Context: an optimization exercise on an open-source flow, tuned for small area. The choices shown serve that exercise and are no tape-out recipe. The RTL was checked by simulation tests, not by an equivalence proof against the original design. Power is estimated from default activity; no workload was simulated. The clock port is modelled as an ideal driver; clocking choices that lean on that would not hold on a real chip.

Setup of run A:
==> flow/design.v (excerpt) <==
module tpu_io_ctrl #(
  parameter int WORD_SIZE = 256,
  parameter int ROWS      = 32,
  localparam int ADDR_W   = (ROWS > 1) ? $clog2(ROWS) : 1
) (
  input  logic                 clk,
  input  logic                 rst,
  input  logic                 in_valid,
  input  logic [WORD_SIZE-1:0] gbuff_a,
  input  logic [WORD_SIZE-1:0] gbuff_b,
  input  logic [4:0]           m,
  input  logic [4:0]           n,
  input  logic [4:0]           k,
  output logic                 wr_en,
  output logic [ADDR_W-1:0]    wr_addr,
  output logic [WORD_SIZE-1:0] wr_data_a,
  output logic [WORD_SIZE-1:0] wr_data_b,
  output logic                 start,
  output logic [4:0]           m_o,
  output logic [4:0]           n_o,
  output logic [4:0]           k_o,
  input  logic                 done,
  output logic                 rd_en,
  output logic [ADDR_W-1:0]    rd_addr,
  input  logic [WORD_SIZE-1:0] rd_data,
  output logic                 out_valid,
  output logic [WORD_SIZE-1:0] gbuff_out,
  output logic                 busy,
  output logic                 proto_err
);
Settings: LEC_CHECK=0, CAP_MARGIN=20, CORE_AREA=10 10 450 450, DIE_AREA=0 0 460 460, SLEW_MARGIN=20; clock period 5.0 ns.
standard.sh (not shown) runs the stock make flow with config.mk's settings and CLKGATE_MAP_FILE= SYNTH_SCRIPT=/design/flow/synth_recipe.tcl, a recipe that flattens the netlist after the stock synthesis.
==> flow/flow/run.sh <==
#!/bin/bash
# Layout flow: the standard ORFS flow (the standard.sh) with
#  - port buffers of the smallest buffer cell,
#  - each data input pin placed next to the output pin it feeds (io.tcl),
#  - a clock tree of small buffers without dummy loads.
export IO_CONSTRAINTS="$PWD/flow/io.tcl"
export BUFFER_PORTS_ARGS="-buffer_cell sky130_fd_sc_hd__buf_1"
export CTS_ARGS="-sink_clustering_enable -repair_clock_nets -dont_use_dummy_load -buf_list {sky130_fd_sc_hd__clkbuf_16} -sink_clustering_size 32 -sink_clustering_max_diameter 50"
export RECOVER_POWER=100
bash standard.sh > standard.log 2>&1
==> flow/flow/io.tcl <==
# Keep each data input pin next to the output pin of the register it feeds,
# so every data bit's buffer-register-buffer chain stays at the die edge.
for {set i 0} {$i < 256} {incr i} {
  set_io_pin_constraint -group -order -pin_names [list "gbuff_a\[$i\]" "wr_data_a\[$i\]"]
  set_io_pin_constraint -group -order -pin_names [list "gbuff_b\[$i\]" "wr_data_b\[$i\]"]
  set_io_pin_constraint -group -order -pin_names [list "rd_data\[$i\]" "gbuff_out\[$i\]"]
}
Run A completed every stage of the flow, and the final layout passed the timing, design-rule and antenna checks.
Relative to run A, the following input files were edited for run B:
--- a/flow/flow/run.sh
+++ b/flow/flow/run.sh
@@ -8 +8 @@
-export CTS_ARGS="-sink_clustering_enable -repair_clock_nets -dont_use_dummy_load -buf_list {sky130_fd_sc_hd__clkbuf_16} -sink_clustering_size 32 -sink_clustering_max_diameter 50"
+export CTS_ARGS="-sink_clustering_enable -repair_clock_nets -dont_use_dummy_load -buf_list {sky130_fd_sc_hd__clkbuf_8} -sink_clustering_size 22 -sink_clustering_max_diameter 55"
### Flow results
No stage failed in run B, and the final checks on the layout all came back clean.
~same count of plain and timing-repair buffers in run A and run B
When run B is set beside run A, its via count turns out to be 52 smaller.
There was hardly any difference in routing usage on met1 between run A and run B.
Share of power burned in the clock network ends up lower on run B.
Power: run B draws less than run A
Input-level comparison between run C and run B:
--- a/flow/flow/run.sh
+++ b/flow/flow/run.sh
@@ -8 +8 @@
-export CTS_ARGS="-sink_clustering_enable -repair_clock_nets -dont_use_dummy_load -buf_list {sky130_fd_sc_hd__clkbuf_8} -sink_clustering_size 22 -sink_clustering_max_diameter 55"
+export CTS_ARGS="-sink_clustering_enable -repair_clock_nets -dont_use_dummy_load -buf_list {sky130_fd_sc_hd__clkbuf_8 sky130_fd_sc_hd__clkbuf_16} -sink_clustering_size 26 -sink_clustering_max_diameter 45"
--- outcome ---
Compared with run B, in run C area growth from synthesis to layout +6.4 points, logic gate share of total power now smaller, setup slack shows an increase of 0.075 ns, met1 routing resource usage after global routing closely matched the old numbers.
Measured against each other, run B and run C differ in register-to-register slack, the lower figure coming from run C.
From run B to run C the numbers moved as follows: starting DRC count in detailed routing higher, average via count per standard cell higher.
Taking run B over run C, the internal power ratio works out to 0.833.
Re total wire length after detailed routing: run C is 850 µm up on run B.
Input-level comparison between run D and run C:
--- a/flow/flow/run.sh
+++ b/flow/flow/run.sh
@@ -8 +8 @@
-export CTS_ARGS="-sink_clustering_enable -repair_clock_nets -dont_use_dummy_load -buf_list {sky130_fd_sc_hd__clkbuf_8 sky130_fd_sc_hd__clkbuf_16} -sink_clustering_size 26 -sink_clustering_max_diameter 45"
+export CTS_ARGS="-sink_clustering_enable -repair_clock_nets -dont_use_dummy_load -buf_list {sky130_fd_sc_hd__clkbuf_16} -sink_clustering_size 36 -sink_clustering_max_diameter 100"
Notes after the runs:
Clock share of power was higher in run C than in run D. Between run D and run C, final period utilization is higher for run D, run C comes in under that. Row leakage power total: run D lower / run C higher. Summary of run D over run C: global router's overall resource usage lost 0.29 points, sequential fraction of design power picked up an extra 8.9 points.
Relative to run D, the following input files were edited for run E:
--- a/flow/flow/run.sh
+++ b/flow/flow/run.sh
@@ -8 +8 @@
-export CTS_ARGS="-sink_clustering_enable -repair_clock_nets -dont_use_dummy_load -buf_list {sky130_fd_sc_hd__clkbuf_16} -sink_clustering_size 36 -sink_clustering_max_diameter 100"
+export CTS_ARGS="-sink_clustering_enable -repair_clock_nets -dont_use_dummy_load -buf_list {sky130_fd_sc_hd__clkbuf_16} -sink_clustering_size 33 -sink_clustering_max_diameter 100"
Final instance area delta (run D -> run E): insignificant. Run D has higher via count than run E. Run E gives less insertion delay to the later sink of the worst-skew pair than run D did. The actual transition at the worst max-transition pin of run E falls short of that of run D by 0.042 ns.

* * *

The RTL this note starts from:
==> flow/design.v <==
module tpu_io_ctrl #(
  parameter int WORD_SIZE = 256,
  parameter int ROWS      = 32,
  localparam int ADDR_W   = (ROWS > 1) ? $clog2(ROWS) : 1
) (
  input  logic                 clk,
  input  logic                 rst,
  input  logic                 in_valid,
  input  logic [WORD_SIZE-1:0] gbuff_a,
  input  logic [WORD_SIZE-1:0] gbuff_b,
  input  logic [4:0]           m,
  input  logic [4:0]           n,
  input  logic [4:0]           k,
  output logic                 wr_en,
  output logic [ADDR_W-1:0]    wr_addr,
  output logic [WORD_SIZE-1:0] wr_data_a,
  output logic [WORD_SIZE-1:0] wr_data_b,
  output logic                 start,
  output logic [4:0]           m_o,
  output logic [4:0]           n_o,
  output logic [4:0]           k_o,
  input  logic                 done,
  output logic                 rd_en,
  output logic [ADDR_W-1:0]    rd_addr,
  input  logic [WORD_SIZE-1:0] rd_data,
  output logic                 out_valid,
  output logic [WORD_SIZE-1:0] gbuff_out,
  output logic                 busy,
  output logic                 proto_err
);
  localparam logic [ADDR_W-1:0] LAST_ROW = ADDR_W'(ROWS - 1);
  logic                 load_q;       
  logic                 run_q;        
  logic                 rd_valid_q;   
  logic                 rd_idle_q;    
  logic                 out_idle_q;   
  logic [ADDR_W-1:0]    cnt_q;        
  logic [WORD_SIZE-1:0] shared_n_q;   
  logic read_ph;    
  logic accept;     
  logic last;       
  logic done_ok;    
  assign wr_addr = cnt_q;
  assign rd_addr = cnt_q;
  assign out_valid = ~out_idle_q;
  assign read_ph   = rd_en | out_valid;
  assign busy    = load_q | run_q | read_ph;
  assign accept  = in_valid & ~run_q & ~read_ph;
  assign last    = accept & load_q & (cnt_q == ADDR_W'(ROWS - 2));
  assign start   = run_q & (cnt_q == LAST_ROW);
  assign done_ok = done & run_q & ~start;
  assign wr_data_a = ~shared_n_q;
  assign gbuff_out = ~(shared_n_q | {WORD_SIZE{out_idle_q}});
  logic              cnt_keep;
  logic [ADDR_W:0]   cnt_cy;
  logic [ADDR_W-1:0] cnt_nxt;
  assign cnt_keep  = load_q | rd_en;
  assign cnt_cy[0] = in_valid | rd_en;
  for (genvar i = 0; i < ADDR_W; i++) begin : g_cnt
    assign cnt_nxt[i]  = cnt_keep & (cnt_q[i] ^ cnt_cy[i]);
    assign cnt_cy[i+1] = cnt_cy[i] & cnt_q[i];
  end
  always_ff @(posedge clk or posedge rst) begin
    if (rst) begin
      load_q    <= 1'b0;
      run_q     <= 1'b0;
      wr_en     <= 1'b0;
      rd_en     <= 1'b0;
      proto_err <= 1'b0;
    end else begin
      load_q    <= (load_q | accept) & ~last;
      run_q     <= last | (run_q & ~done_ok);
      wr_en     <= accept;
      rd_en     <= done_ok | (rd_en & (cnt_q != LAST_ROW));
      if ((done & ~run_q) | (in_valid & (run_q | read_ph))) proto_err <= 1'b1;
    end
  end
  always_ff @(posedge clk) begin
    shared_n_q <= ~((rd_data | {WORD_SIZE{rd_idle_q}}) & (gbuff_a | {WORD_SIZE{rd_valid_q}}));
    wr_data_b  <= gbuff_b;
    rd_valid_q <= rd_en;
    rd_idle_q  <= ~rd_en;
    out_idle_q <= ~rd_valid_q;
    cnt_q      <= cnt_nxt;
    if (!busy) begin
      m_o <= m;
      n_o <= n;
      k_o <= k;
    end
  end
endmodule
export LEC_CHECK = 0
export CAP_MARGIN = 20
export CORE_AREA = 10 10 450 450
export DIE_AREA = 0 0 460 460
export SLEW_MARGIN = 20
create_clock -name core_clock -period 5.0 [get_ports {clk}]
==> flow/flow/run.sh <==
#!/bin/bash
# Layout flow: the standard ORFS flow (standard.sh, unchanged synthesis)
# with three changes to how the layout is made:
#  - io.tcl places every pin by hand, evenly around the die edge, with the
#    pins of each data bit next to each other (sourced at the end of
#    floorplan through IO_CONSTRAINTS; place_pins then leaves them alone);
#  - port buffers use the smallest buffer cell (buf_1);
#  - the clock tree uses clkbuf_8 leaf buffers for clusters of at most 20
#    flip-flops, clkbuf_16 above them, and no dummy loads.
# The full output of the ORFS run goes to standard.log; ORFS keeps each
# step's own log under orfs/logs.
export IO_CONSTRAINTS="$PWD/flow/io.tcl"
export BUFFER_PORTS_ARGS="-buffer_cell sky130_fd_sc_hd__buf_1"
export CTS_ARGS="-sink_clustering_enable -repair_clock_nets -dont_use_dummy_load -buf_list {sky130_fd_sc_hd__clkbuf_16} -sink_clustering_buffer sky130_fd_sc_hd__clkbuf_8 -sink_clustering_size 20 -sink_clustering_max_diameter 100"
bash standard.sh > standard.log 2>&1
Other scripts of this flow, unchanged in this note and not shown: flow/flow/io.tcl
The first run finished with timing, DRC and antenna clean.
==> next run, changes <==
Settings changed: CAP_MARGIN 20 to 5, CORE_AREA 10 10 450 450 to 10 10 410 410, DIE_AREA 0 0 460 460 to 0 0 420 420, SLEW_MARGIN 20 to 5.
Effect: Fmax falls by 7.1%; combinational power went up by about 2%; power climbs by 0.91%; sequential power hardly moves; first-iteration DRC count goes up by 6.6%; non-clock buffer count went up by 1; flip-flop and latch count is unchanged; setup slack loses 250 ps; synthesized area stays the same; cell area is lower by 2.2%.

==> separate check: timing with driven ports <==
How much do the figures lean on ideal ports? The routed layouts below were timed once more, with nothing changed but the port constraints.
Step 1 (the two cells are an assumption about what drives the block):
set clk [get_ports {clk}]
set_driving_cell -lib_cell sky130_fd_sc_hd__clkbuf_16 $clk
set_driving_cell -lib_cell sky130_fd_sc_hd__buf_2 [delete_from_list [all_inputs] $clk]
Step 2 moves the port delays by t, midway between the first and last clock arrival at a register: inputs arrive t later, outputs are due t later. That takes back most of the time a late clock gives input paths.
Slacks: ideal ports / drivers / drivers and shift; pairs: ideal ports / drivers.
| run | t (ns) | slack for setup (ns) | worst register clock-pin slew, ns | pins driven straight from the clock port |
|---|---|---|---|---|
| run A | 0.705 | 0.990 / 0.917 / 1.622 | 0.08 / 0.08 | 1 |
| run B | 0.793 | 0.895 / 0.823 / 1.617 | 0.12 / 0.12 | 1 |
| run C | 0.697 | 0.970 / 0.897 / 1.593 | 0.07 / 0.07 | 1 |
| run D | 0.712 | 0.930 / 0.856 / 1.568 | 0.13 / 0.13 | 1 |
| run E | 0.714 | 0.976 / 0.903 / 1.617 | 0.12 / 0.12 | 1 |
| the first run of note 2 | 0.667 | 1.706 / 1.650 / 2.317 | 0.12 / 0.12 | 1 |
| the second run of note 2 | 0.654 | 1.453 / 1.399 / 2.053 | 0.12 / 0.12 | 1 |
After both steps setup and hold are still met in every run listed.
